What follows belongs to an exercise in optimizing a design on an open flow for small area and a short achievable clock period; a production flow would make more cautious choices. Only simulation tests tie the RTL to the original design; equivalence was not proved. No activity file was given, so power comes from the tool's default toggle rates.

== trial 59 ==
==> flow/design.v (excerpt) <==
module divTop (
    input  logic        clk,
    input  logic        arstN,
    input  logic        inValid,
    input  logic [15:0] dividend,
    input  logic [15:0] divisor,
    output logic        outValid,
    output logic [15:0] quotient,
    output logic [15:0] remainder,
    output logic        err
);
Size in the first run: about 1,200 cells after synthesis, roughly 230 flip-flops, about 69 I/O pins, roughly 0.012 mm^2 of cells after synthesis.
clock: 11.0 ns
lec_check: 0
cap_margin: 20
core_margin: 2
core_utilization: 40
slew_margin: 20
run.sh (not shown) runs the stock make flow with config.mk's settings and CLKGATE_MAP_FILE= SYNTH_SCRIPT=/design/flow/synth_recipe.tcl, a recipe that flattens the netlist after the stock synthesis.
Trial 59 went all the way through synthesis, placement and routing and the layout is clean on timing, DRC and antenna.
Relative to trial 59, the following input files were edited for trial 29:
diff --git a/flow/config.mk b/flow/config.mk
--- a/flow/config.mk
+++ b/flow/config.mk
@@ -10,0 +11 @@
+export SETUP_SLACK_MARGIN = 5
--- outcome ---
Across both runs, post-layout instance area was higher for trial 29 than for trial 59.
The combined flip-flop and latch cell area on trial 59 is in line with that on trial 29.
Time the final worst path needs with I/O delays and setup delta (trial 29 − trial 59): favourable
From trial 59 to trial 29 the numbers moved as follows: routed wire length has increased; power has increased; sequential share of layout area has decreased; setup slack after layout has increased; post-CTS setup repair buffer count has increased.
The total stage count of the critical path in trial 29 is 0.897 times that in trial 59.

* * *

run A:
divTop, a different RTL version from the one above (not shown whole).
For scale: roughly 2,000 cells after synthesis, about 320 flip-flops, about 69 I/O pins, roughly 15,000 um^2 of cells after synthesis.
==> flow/design.v (excerpt) <==
module divTop (
    input  logic        clk,
    input  logic        arstN,
    input  logic        inValid,
    input  logic [15:0] dividend,
    input  logic [15:0] divisor,
    output logic        outValid,
    output logic [15:0] quotient,
    output logic [15:0] remainder,
    output logic        err
);
export LEC_CHECK = 0
export ABC_AREA = 1
export CAP_MARGIN = 20
export CORE_MARGIN = 2
export CORE_UTILIZATION = 40
export CTS_BUF_LIST = sky130_fd_sc_hd__clkbuf_16
export CTS_CLUSTER_DIAMETER = 150
export CTS_CLUSTER_SIZE = 25
export SLEW_MARGIN = 20
create_clock -name core_clock -period 11.0 [get_ports {clk}]
standard.sh (not shown) runs the stock make flow with config.mk's settings and CLKGATE_MAP_FILE= SYNTH_SCRIPT=/design/flow/synth_recipe.tcl, a recipe that flattens the netlist after the stock synthesis.
==> flow/flow/run.sh <==
#!/bin/bash
# Standard layout (the standard.sh), with timing repair aiming a few ns below the clock
# period (flow/margin.txt, passed as SETUP_SLACK_MARGIN) and any extra ORFS make variables
# listed one per line in flow/extra.txt. The whole output goes to standard_flow.log here.
set -euo pipefail
cd "$(dirname "$0")/.."
MARGIN=$(cat flow/margin.txt)
ARGS=()
if [[ -f flow/extra.txt ]]; then
  while IFS= read -r line; do
    [[ -n "$line" ]] && ARGS+=("$line")
  done < flow/extra.txt
fi
bash standard.sh "SETUP_SLACK_MARGIN=$MARGIN" "${ARGS[@]}" finish > standard_flow.log 2>&1
==> flow/flow/extra.txt <==
BUFFER_PORTS_ARGS=-buffer_cell sky130_fd_sc_hd__buf_2
==> flow/flow/margin.txt <==
7.65
Run A closes out successfully: all stages finished, all timing, DRC and antenna checks passed.
For run B, these inputs were changed with respect to run A:
==> flow/flow/margin.txt <==
7.35
--- outcome ---
Summary of run B over run A: proportion of cell area occupied by multi-input gates -1.9 points, setup slack -0.10 ns, count of cell instances traversed by the critical path -1, flip-flop and latch count ~0 delta.
Run B vs run A: footprint of the flip-flops and latches down slightly
In the flow results for run B and run A, the post-CTS setup-driven buffer insertion count is smaller on run B.
On share of the clock period used by the worst path: between run B and run A, it ends up higher for run B.
Run A → run B: total chip power shrank by about 4%; half-perimeter wire length after detailed placement shrank by about 1.1%.
The inputs of run C differ from those of run B as listed below.
Settings: ABC_AREA no longer set, was 1.
==> flow/flow/margin.txt <==
7
--- outcome ---
- When run C is measured against run B, its met2 usage turns out 3.6 points lower.
- Run C vs run B on worst path setup slack after routing: run C is the lower one.
- Run C vs. run B: post-synthesis mux area share went up 5.4 points, via count went down 2,659, violation count after the first detailed-routing iteration went down about 50%, die span in y went down about 6%, wire length of the first global-routing pass went down 13,000 um.
- Run C has completed all stages; timing, DRC and antenna checks passed.
- Run B closes out successfully: all stages finished, all timing, DRC and antenna checks passed.
- Total power ends up higher on run C.
- Area overhead of the layout relative to synthesis for run C: 9.7 points up relative to run B
- For run C, the cell with the largest stage delay on the worst path was sky130_fd_sc_hd__or4_4, unlike run B, where it was sky130_fd_sc_hd__fa_1.
- Via count of the first global-routing pass in run C is 2,268 lower than in run B
- In run C the number of stages on the worst setup path turned out 3 lower than in run B.

* * *

harbor:
divTop again, from the RTL that the note above started with.
clock: 11.0 ns
lec_check: 0
cap_margin: 20
core_margin: 2
core_utilization: 40
cts_buf_list: sky130_fd_sc_hd__clkbuf_16
cts_cluster_diameter: 150
cts_cluster_size: 25
slew_margin: 20
==> flow/flow/extra.txt <==
BUFFER_PORTS_ARGS=-buffer_cell sky130_fd_sc_hd__buf_2
ADDER_MAP_FILE=
==> flow/flow/margin.txt <==
7.5
Scripts as last shown in full above: flow/flow/run.sh
harbor | stages: all done | timing, DRC, antenna: all pass
diff inputs: harbor => cedar
==> flow/flow/run.sh <==
#!/bin/bash
# Standard layout (the standard.sh) with three changes:
#  - timing repair aims flow/margin.txt ns below the clock period (SETUP_SLACK_MARGIN),
#  - yosys maps carry lookahead ($lcu) with flow/lcu.v instead of Kogge-Stone,
#  - any extra ORFS make variables listed one per line in flow/extra.txt.
# The whole output goes to standard_flow.log here; ORFS's own logs are under orfs/logs.
set -euo pipefail
cd "$(dirname "$0")/.."
MARGIN=$(cat flow/margin.txt)
ARGS=()
if [[ -f flow/lcu.v ]]; then
  ARGS+=("SYNTH_OPERATIONS_ARGS=-extra-map $PWD/flow/lcu.v")
fi
if [[ -f flow/extra.txt ]]; then
  while IFS= read -r line; do
    [[ -n "$line" ]] && ARGS+=("$line")
  done < flow/extra.txt
fi
bash standard.sh "SETUP_SLACK_MARGIN=$MARGIN" "${ARGS[@]}" finish > standard_flow.log 2>&1
==> flow/flow/extra.txt <==
BUFFER_PORTS_ARGS=-buffer_cell sky130_fd_sc_hd__buf_2
==> flow/flow/lcu.v (new file) <==
// Carry lookahead for yosys's $lcu: Brent-Kung for every carry, except the top two,
// which come from a balanced (Sklansky) tree so the carry out stays at log2 depth.
(* techmap_celltype = "$lcu" *)
module _80_lcu_hybrid (P, G, CI, CO);
	parameter WIDTH = 2;

	(* force_downto *)
	input [WIDTH-1:0] P, G;
	input CI;

	(* force_downto *)
	output reg [WIDTH-1:0] CO;

	integer i, j, k;
	(* force_downto *)
	reg [WIDTH-1:0] p, g, ps, gs;

	wire [1023:0] _TECHMAP_DO_ = "proc; opt -fast";

	always @* begin
		p = P;
		g = G;
		g[0] = g[0] | (p[0] & CI);
		ps = p;
		gs = g;

		// Sklansky: at level i every position with bit i set takes in the group
		// that ends just below its aligned block of 2**i
		for (i = 0; i < $clog2(WIDTH); i = i + 1) begin
			for (j = 0; j < WIDTH; j = j + 1) begin
				if ((j >> i) & 1) begin
					k = ((j >> (i + 1)) << (i + 1)) + (1 << i) - 1;
					gs[j] = gs[j] | ps[j] & gs[k];
					ps[j] = ps[j] & ps[k];
				end
			end
		end

		// Brent-Kung
		for (i = 1; i <= $clog2(WIDTH); i = i+1) begin
			for (j = 2**i - 1; j < WIDTH; j = j + 2**i) begin
				g[j] = g[j] | p[j] & g[j - 2**(i-1)];
				p[j] = p[j] & p[j - 2**(i-1)];
			end
		end
		for (i = $clog2(WIDTH); i > 0; i = i-1) begin
			for (j = 2**i + 2**(i-1) - 1; j < WIDTH; j = j + 2**i) begin
				g[j] = g[j] | p[j] & g[j - 2**(i-1)];
				p[j] = p[j] & p[j - 2**(i-1)];
			end
		end

		CO = g;
		CO[WIDTH-1] = gs[WIDTH-1];
		if (WIDTH > 1)
			CO[WIDTH-2] = gs[WIDTH-2];
	end
endmodule
-- flow/config.mk --
<<< harbor, line 6
export NUM_CORES = 4
export LEC_CHECK = 0
export CAP_MARGIN = 20
export CORE_MARGIN = 2
>>> cedar, line 6
export NUM_CORES = 4
export LEC_CHECK = 0
export ABC_AREA = 1
export CAP_MARGIN = 20
export CORE_MARGIN = 2
--- outcome ---
- On clock power, harbor and cedar are neck and neck.
- cedar: global-route usage is 2.3 points lower than what harbor reported.
- Looking at number of stages on the worst setup path, cedar sits above harbor.
- Utilization on cedar is down relative to harbor.
- Between harbor and cedar, non-clock inverter count in the final layout increased.
- First element of the critical path: a_4[6] -> cedar, d_3[0] -> harbor
- Total placed cells including tap cells, harbor and cedar: lower on harbor
#### Input delta (zinc over cedar)
==> flow/flow/run.sh <==
#!/bin/bash
# Standard layout (the standard.sh), with timing repair aiming a few ns below the clock
# period (flow/margin.txt, passed as SETUP_SLACK_MARGIN) and any extra ORFS make variables
# listed one per line in flow/extra.txt. The whole output goes to standard_flow.log here.
set -euo pipefail
cd "$(dirname "$0")/.."
MARGIN=$(cat flow/margin.txt)
ARGS=()
if [[ -f flow/extra.txt ]]; then
  while IFS= read -r line; do
    [[ -n "$line" ]] && ARGS+=("$line")
  done < flow/extra.txt
fi
bash standard.sh "SETUP_SLACK_MARGIN=$MARGIN" "${ARGS[@]}" finish > standard_flow.log 2>&1
==> flow/flow/margin.txt <==
7.8
removed: flow/flow/lcu.v
Notes after the runs:
Multi-input gate count went up by more than a quarter going from cedar to zinc. Aggregate global-route resource usage, cedar and zinc: larger value in zinc. From cedar to zinc the numbers moved as follows: internal power consumption increased about 10%, clock insertion delay at the later pin of the skew report essentially unchanged, power increased about 17%. For cedar, the top power consumer group was sequential cells, unlike zinc, where it was combinational cells. zinc ended with more cell area reported after detailed placement than cedar. Between cedar and zinc, wire length of the first global-routing pass increased. Comparing cedar and zinc, sequential share of cell area is lower on zinc. Delta (zinc minus cedar): post-cts resize count now larger, slew at the pin with the worst max-slew slack now larger.

* * *

Another version of the RTL of divTop (not shown whole).
Size: ~1300 cells after synthesis, about 320 flip-flops.
clock: 11.0 ns
lec_check: 0
cap_margin: 20
core_margin: 2
core_utilization: 40
slew_margin: 20
==> flow/flow/run.sh <==
#!/bin/bash
# Standard layout, with timing repair aiming MARGIN ns below the clock period.
set -euo pipefail
cd "$(dirname "$0")/.."
MARGIN=$(cat flow/margin.txt)
bash standard.sh SETUP_SLACK_MARGIN=$MARGIN finish > standard_flow.log 2>&1
==> flow/flow/margin.txt <==
7
The starting point passed the timing, design-rule and antenna checks.
Rerun with:
==> flow/flow/run.sh (replaced) <==
#!/bin/bash
# Standard layout (the standard.sh), with timing repair aiming a few ns below the clock
# period (flow/margin.txt, passed as SETUP_SLACK_MARGIN) and any extra ORFS make variables
# listed one per line in flow/extra.txt. The whole output goes to standard_flow.log here.
set -euo pipefail
cd "$(dirname "$0")/.."
MARGIN=$(cat flow/margin.txt)
ARGS=()
if [[ -f flow/extra.txt ]]; then
  while IFS= read -r line; do
    [[ -n "$line" ]] && ARGS+=("$line")
  done < flow/extra.txt
fi
bash standard.sh "SETUP_SLACK_MARGIN=$MARGIN" "${ARGS[@]}" finish > standard_flow.log 2>&1
==> flow/flow/extra.txt (new file) <==
BUFFER_PORTS_ARGS=-buffer_cell sky130_fd_sc_hd__buf_2
- CORE_UTILIZATION: 40 -> 65
Combinational power stays flat.
Final cell count is lower by about 10%.
Non-clock buffer count is lower by 10.
Via count is higher by 2.2%.
Design area is lower by about 3.5%.
Routed wire length is higher by about 7%.
First-iteration DRC count is higher by about 50%.
Rerun with:
- CORE_UTILIZATION: 65 -> 40
- CTS_BUF_LIST: not set -> sky130_fd_sc_hd__clkbuf_16
- CTS_CLUSTER_SIZE: not set -> 20
Final cell count came out higher by roughly a tenth. Critical path depth came out lower by 1. Global-route usage came out lower by 9.5 points. Cell area came out higher slightly. Combinational power came out lower by a few percent.
Rerun with:
==> flow/run.sh (new file) <==
#!/bin/bash
# synth_recipe.tcl (not shown) runs the flow's synth.tcl, then flattens the netlist and writes it again
# the make line also repeats each setting of config.mk as NAME=value (left out here)
make -C /OpenROAD-flow-scripts/flow DESIGN_CONFIG=/design/flow/config.mk WORK_HOME=/design/flow/orfs CLKGATE_MAP_FILE= SYNTH_SCRIPT=/design/flow/synth_recipe.tcl finish
- CTS_BUF_LIST: sky130_fd_sc_hd__clkbuf_16 -> not set
- CTS_CLUSTER_SIZE: 20 -> not set
- SETUP_SLACK_MARGIN: not set -> 5
removed: flow/flow/run.sh
removed: flow/flow/extra.txt
removed: flow/flow/margin.txt
removed: flow/standard.sh
The changed run completed with no timing, DRC or antenna violations; register-to-register slack loses 950 ps; cell count is lower by a few percent; final area goes down by a little under a tenth; clock-buffer cell count increases by 7; setup slack is worse by 950 ps; sequential cell count does not change; worst hold slack barely changes; utilization is lower by 4.1 points.
Rerun with:
==> flow/flow/run.sh (new file) <==
#!/bin/bash
# Standard layout (the standard.sh), with timing repair aiming a few ns below the clock
# period (flow/margin.txt, passed as SETUP_SLACK_MARGIN) and any extra ORFS make variables
# listed one per line in flow/extra.txt. The whole output goes to standard_flow.log here.
set -euo pipefail
cd "$(dirname "$0")/.."
MARGIN=$(cat flow/margin.txt)
ARGS=()
if [[ -f flow/extra.txt ]]; then
  while IFS= read -r line; do
    [[ -n "$line" ]] && ARGS+=("$line")
  done < flow/extra.txt
fi
bash standard.sh "SETUP_SLACK_MARGIN=$MARGIN" "${ARGS[@]}" finish > standard_flow.log 2>&1
==> flow/flow/extra.txt (new file) <==
BUFFER_PORTS_ARGS=-buffer_cell sky130_fd_sc_hd__buf_2
==> flow/flow/margin.txt (new file) <==
6.5
==> flow/standard.sh (new file) <==
#!/bin/bash
# synth_recipe.tcl (not shown) runs the flow's synth.tcl, then flattens the netlist and writes it again
# the make line also repeats each setting of config.mk as NAME=value (left out here)
make -C /OpenROAD-flow-scripts/flow DESIGN_CONFIG=/design/flow/config.mk WORK_HOME=/design/flow/orfs CLKGATE_MAP_FILE= SYNTH_SCRIPT=/design/flow/synth_recipe.tcl "${@:-finish}"
- CTS_BUF_LIST: not set -> sky130_fd_sc_hd__clkbuf_16
- CTS_CLUSTER_DIAMETER: not set -> 150
- CTS_CLUSTER_SIZE: not set -> 30
- SETUP_SLACK_MARGIN: 5 -> not set
removed: flow/run.sh
What happened: Cell count goes down by 0.42%. Setup slack improves by 820 ps. Global-route usage is about the same. Wire length goes up by 5.5%. Clock power goes down by 48%. Core utilization goes down by 1.6 points. Maximum frequency goes up by 19%. Count of clock-buffer cells in the layout goes down by 29. Worst hold slack improves by 9.4 ps. Design area goes down by 3.4%.
Rerun with:
==> flow/flow/margin.txt (replaced) <==
7
Effect: Sequential power is about the same. Worst setup slack is better by 130 ps. Total power came out higher by a few percent. Clock skew came out lower by 4.0 ps. Via count came out higher by a few percent. Global-route usage came out higher by 0.53 points. Critical path depth came out higher by 1. Non-clock buffer count came out higher by 54.

* * *

== TR ==
divTop, a different RTL version from the one above (not shown whole).
Size: roughly 1,300 cells after synthesis, roughly 69 I/O pins, roughly 0.014 mm^2 of cells after synthesis.
==> flow/config.mk <==
export PLATFORM = sky130hd
export DESIGN_NAME = divTop
export DESIGN_NICKNAME = divTop
export VERILOG_FILES = /design/flow/design.v
export SDC_FILE = /design/flow/constraint.sdc
export NUM_CORES = 4
export LEC_CHECK = 0
export CAP_MARGIN = 20
export CORE_MARGIN = 2
export CORE_UTILIZATION = 40
export CTS_BUF_LIST = sky130_fd_sc_hd__clkbuf_16
export CTS_CLUSTER_DIAMETER = 150
export CTS_CLUSTER_SIZE = 25
export SLEW_MARGIN = 20
==> flow/constraint.sdc <==
create_clock -name core_clock -period 11.0 [get_ports {clk}]
set_input_delay 2.2000 -clock core_clock [delete_from_list [all_inputs] [get_ports {clk}]]
set_output_delay 2.2000 -clock core_clock [all_outputs]
set_load 0.01 [all_outputs]
==> flow/flow/run.sh <==
#!/bin/bash
# Standard layout (the standard.sh), with timing repair aiming a few ns below the clock
# period (flow/margin.txt, passed as SETUP_SLACK_MARGIN) and any extra ORFS make variables
# listed one per line in flow/extra.txt. The whole output goes to standard_flow.log here.
set -euo pipefail
cd "$(dirname "$0")/.."
MARGIN=$(cat flow/margin.txt)
ARGS=()
if [[ -f flow/extra.txt ]]; then
  while IFS= read -r line; do
    [[ -n "$line" ]] && ARGS+=("$line")
  done < flow/extra.txt
fi
bash standard.sh "SETUP_SLACK_MARGIN=$MARGIN" "${ARGS[@]}" finish > standard_flow.log 2>&1
==> flow/flow/extra.txt <==
BUFFER_PORTS_ARGS=-buffer_cell sky130_fd_sc_hd__buf_2
==> flow/flow/margin.txt <==
6.5
TR went all the way through synthesis, placement and routing and the layout is clean on timing, DRC and antenna.
What PW does differently from TR at the input level:
- an added ABC_AREA of 1
==> flow/flow/margin.txt <==
7
Notes after the runs:
TR has a higher path depth of the worst reg2reg path than PW.
Per the comparison of PW with TR, fraction of the mapped netlist area in simple logic gates +17 points, fraction of area in registers -3.0 points, share of the synthesized area in compound gates (AO/OA/AOI/OAI) -7.6 points, post-route met1 wirelength +about 38%, starting DRC count in detailed routing +287.

-- port drivers added, routing unchanged --
The results above use ideal ports. As a check the final layouts listed here were re-extracted and re-timed, cells and wires unchanged. Step 1, drivers: a clkbuf_16 drives clk and a buf_2 each remaining input, both assumed. Step 2 times the ports against the registers' clock, not the clock port: input delays grow and output delays shrink by t, the midpoint of the rising clock arrivals with the driver on. a / b / c = no drivers / after step 1 / after step 2; a / b = the first two.
run | t, ns | setup WS [ns] | clock arrival spread, ns | slew at the worst register clock pin (ns) | pins driven straight from the clock port
trial 59 | 0.590 | 3.049 / 3.049 / 3.049 | 0.009 / 0.010 | 0.06 / 0.06 | 1
trial 29 | 0.580 | 4.910 / 4.910 / 4.910 | 0.019 / 0.018 | 0.07 / 0.07 | 1
run A | 0.550 | 7.710 / 7.710 / 7.356 | 0.021 / 0.021 | 0.10 / 0.10 | 1
run B | 0.544 | 7.609 / 7.609 / 7.325 | 0.024 / 0.023 | 0.11 / 0.11 | 1
run C | 0.542 | 6.506 / 6.506 / 6.506 | 0.023 / 0.023 | 0.10 / 0.10 | 1
harbor | 0.550 | 5.907 / 5.907 / 5.907 | 0.021 / 0.021 | 0.10 / 0.10 | 1
cedar | 0.554 | 7.319 / 7.319 / 7.259 | 0.012 / 0.012 | 0.10 / 0.10 | 1
zinc | 0.562 | 7.795 / 7.741 / 7.473 | 0.035 / 0.035 | 0.11 / 0.11 | 1
the first run of note 4 | 0.559 | 6.727 / 6.678 / 6.401 | 0.028 / 0.028 | 0.06 / 0.06 | 1
the second run of note 4 | 0.599 | 6.696 / 6.696 / 6.347 | 0.016 / 0.016 | 0.07 / 0.07 | 1
the third run of note 4 | 0.575 | 6.801 / 6.789 / 6.405 | 0.018 / 0.018 | 0.06 / 0.06 | 1
the fourth run of note 4 | 0.554 | 5.846 / 5.846 / 5.811 | 0.014 / 0.013 | 0.06 / 0.06 | 1
the fifth run of note 4 | 0.554 | 6.663 / 6.645 / 6.139 | 0.024 / 0.024 | 0.12 / 0.12 | 1
the sixth run of note 4 | 0.550 | 6.789 / 6.782 / 6.418 | 0.025 / 0.025 | 0.11 / 0.11 | 1
TR | 0.548 | 6.657 / 6.657 / 6.657 | 0.024 / 0.025 | 0.10 / 0.10 | 1
PW | 0.560 | 7.154 / 7.154 / 7.115 | 0.037 / 0.036 | 0.11 / 0.11 | 1
After both steps every run listed still meets setup and hold. The setup slack of the fifth run of note 4, which loses most, moves by -0.018 ns with the drivers and by -0.524 ns with both steps.
